Source: an optimization exercise on an open RTL-to-GDS flow (aim: small area). Production flows keep margins and buffers that such runs may drop.
Function was checked by simulation only, so behaviour that the tests miss may differ from the original. No driver is modelled on the clock port, so clocking that relies on it looks cheaper here than on a real chip.

## red
==> flow/design.v (excerpt) <==
module viterbi_decoder (
  input  logic                       clk,
  input  logic                       sys_rst,
  input  viterbi_pkg::soft_t         soft_i,
  input  logic                       soft_valid_i,
  output logic                       soft_ready_o,
  output viterbi_pkg::decision_vec_t decisions_o,
  output logic                       decision_valid_o,
  output viterbi_pkg::metric_t       state0_metric_o,
  output logic                       normalized_o
);
  viterbi_pkg::soft_t          sym_i;
  logic                        q_accept;
  viterbi_pkg::branch_metric_t metric_00;
  viterbi_pkg::branch_metric_t metric_01;
  viterbi_pkg::branch_metric_t metric_10;
  viterbi_pkg::branch_metric_t metric_11;
  logic                        first_q;
  logic                        second_q;
  logic                        rst_q;
  logic                        clear;
  symbol_pair_collector u_symbol_pair_collector (
    .clk          (clk),
    .sys_rst      (sys_rst),
    .soft_i       (soft_i),
    .soft_valid_i (soft_valid_i),
    .soft_ready_o (soft_ready_o),
    .sym_i_o      (sym_i),
    .q_accept_o   (q_accept)
  );
  branch_metric_unit u_branch_metric_unit (
    .clk         (clk),
    .sym_i_i     (sym_i),
    .sym_q_i     (soft_i),
    .load_i      (q_accept),
    .metric_00_o (metric_00),
    .metric_01_o (metric_01),
    .metric_10_o (metric_10),
    .metric_11_o (metric_11)
  );
  always_ff @(posedge clk) begin
    if (sys_rst) begin
      first_q <= 1'b0;
      second_q <= 1'b0;
      decision_valid_o <= 1'b0;
    end else begin
      first_q <= q_accept;
      second_q <= first_q;
      decision_valid_o <= second_q;
    end
  end
  always_ff @(posedge clk) begin
    rst_q <= sys_rst;
  end
  assign clear = sys_rst | rst_q;
  trellis_array u_trellis_array (
    .clk             (clk),
    .sys_rst         (sys_rst),
    .metric_00_i     (metric_00),
    .metric_01_i     (metric_01),
    .metric_10_i     (metric_10),
    .metric_11_i     (metric_11),
    .first_i         (first_q),
    .second_i        (second_q),
    .clear_i         (clear),
    .decisions_o     (decisions_o),
    .state0_metric_o (state0_metric_o),
    .normalized_o    (normalized_o)
  );
endmodule
Size in the first run: about 5100 cells after synthesis, roughly 98 I/O pins, roughly 0.067 mm2 of cells after synthesis.
make LEC_CHECK=0 CAP_MARGIN=20 CORE_MARGIN=2 CORE_UTILIZATION=65 CTS_BUF_LIST=sky130_fd_sc_hd__clkbuf_8 SETUP_SLACK_MARGIN=0.1 SLEW_MARGIN=20 finish   # period 7.0 ns
run.sh (not shown) runs the stock make flow with config.mk's settings and CLKGATE_MAP_FILE= SYNTH_SCRIPT=/design/flow/synth_recipe.tcl, a recipe that flattens the netlist after the stock synthesis.
Input changes introduced in blue (baseline for comparison: red):
Settings: a change of SETUP_SLACK_MARGIN from 0.1 to 0.05; a change of SLEW_MARGIN from 20 to 5; a deleted CTS_BUF_LIST that had been sky130_fd_sc_hd__clkbuf_8; a change of CAP_MARGIN from 20 to 5.
==> flow/flow/run.sh (new file) <==
#!/bin/bash
# The standard layout, with one change: clock tree synthesis clusters up
# to 30 flip-flops under each clkbuf_16 leaf buffer and inserts no dummy
# loads. Everything else (synthesis, floorplan, power grid, placement,
# routing) is standard.sh unchanged. Its full output goes to standard.log.
set -euo pipefail
export CTS_ARGS="-sink_clustering_enable -repair_clock_nets -dont_use_dummy_load -buf_list sky130_fd_sc_hd__clkbuf_16 -sink_clustering_size 30 -sink_clustering_max_diameter 100"
bash standard.sh > standard.log 2>&1
==> flow/standard.sh (new file) <==
#!/bin/bash
# synth_recipe.tcl (not shown) runs the flow's synth.tcl, then flattens the netlist and writes it again
# the make line also repeats each setting of config.mk as NAME=value (left out here)
make -C /OpenROAD-flow-scripts/flow DESIGN_CONFIG=/design/flow/config.mk WORK_HOME=/design/flow/orfs CLKGATE_MAP_FILE= SYNTH_SCRIPT=/design/flow/synth_recipe.tcl "${@:-finish}"
removed: flow/run.sh
[summary]
Per the comparison of blue with red, minimum clock period after layout saw a decrease, via density per instance picked up an extra 1.4%, final core area utilization -4.1 points, final setup skew shows an increase of 0.017 ns.
blue vs red on post-detailed-routing wire length: blue is the lower one.
From red to blue the numbers moved as follows: share of cell area taken by flip-flops and latches went up.
Result for red and blue: all clean
Going from red to blue, register-to-register slack grows by 0.07 ns.
The slowest library cell on the worst path comes out edfxtp_1 in one run and fa_2 in the other, namely in blue and red respectively.
Delta (blue minus red): footprint of the multi-input gates lower; cell count went down by 410.

[separate check: timing with driven ports]
How much do the figures lean on ideal ports? The routed layouts below were timed once more, with nothing changed but the port constraints. Step 1 assumes that a clkbuf_16 drives the clock port and a buf_2 every other input. Step 2 moves the port delays by t, midway between the first and last clock arrival at a register: inputs arrive t later, outputs are due t later. That takes back most of the time a late clock gives input paths. a / b / c = ideal / step 1 / step 2; a / b = the first two.
| run | t (ns) | setup WS [ns] | worst slew at a driven data input, ns |
|---|---|---|---|
| red | 0.978 | 0.110 / 0.110 / 0.110 | 0.04 |
| blue | 0.766 | 0.180 / 0.180 / 0.180 | 0.03 |
After both steps setup and hold are still met in every run listed.
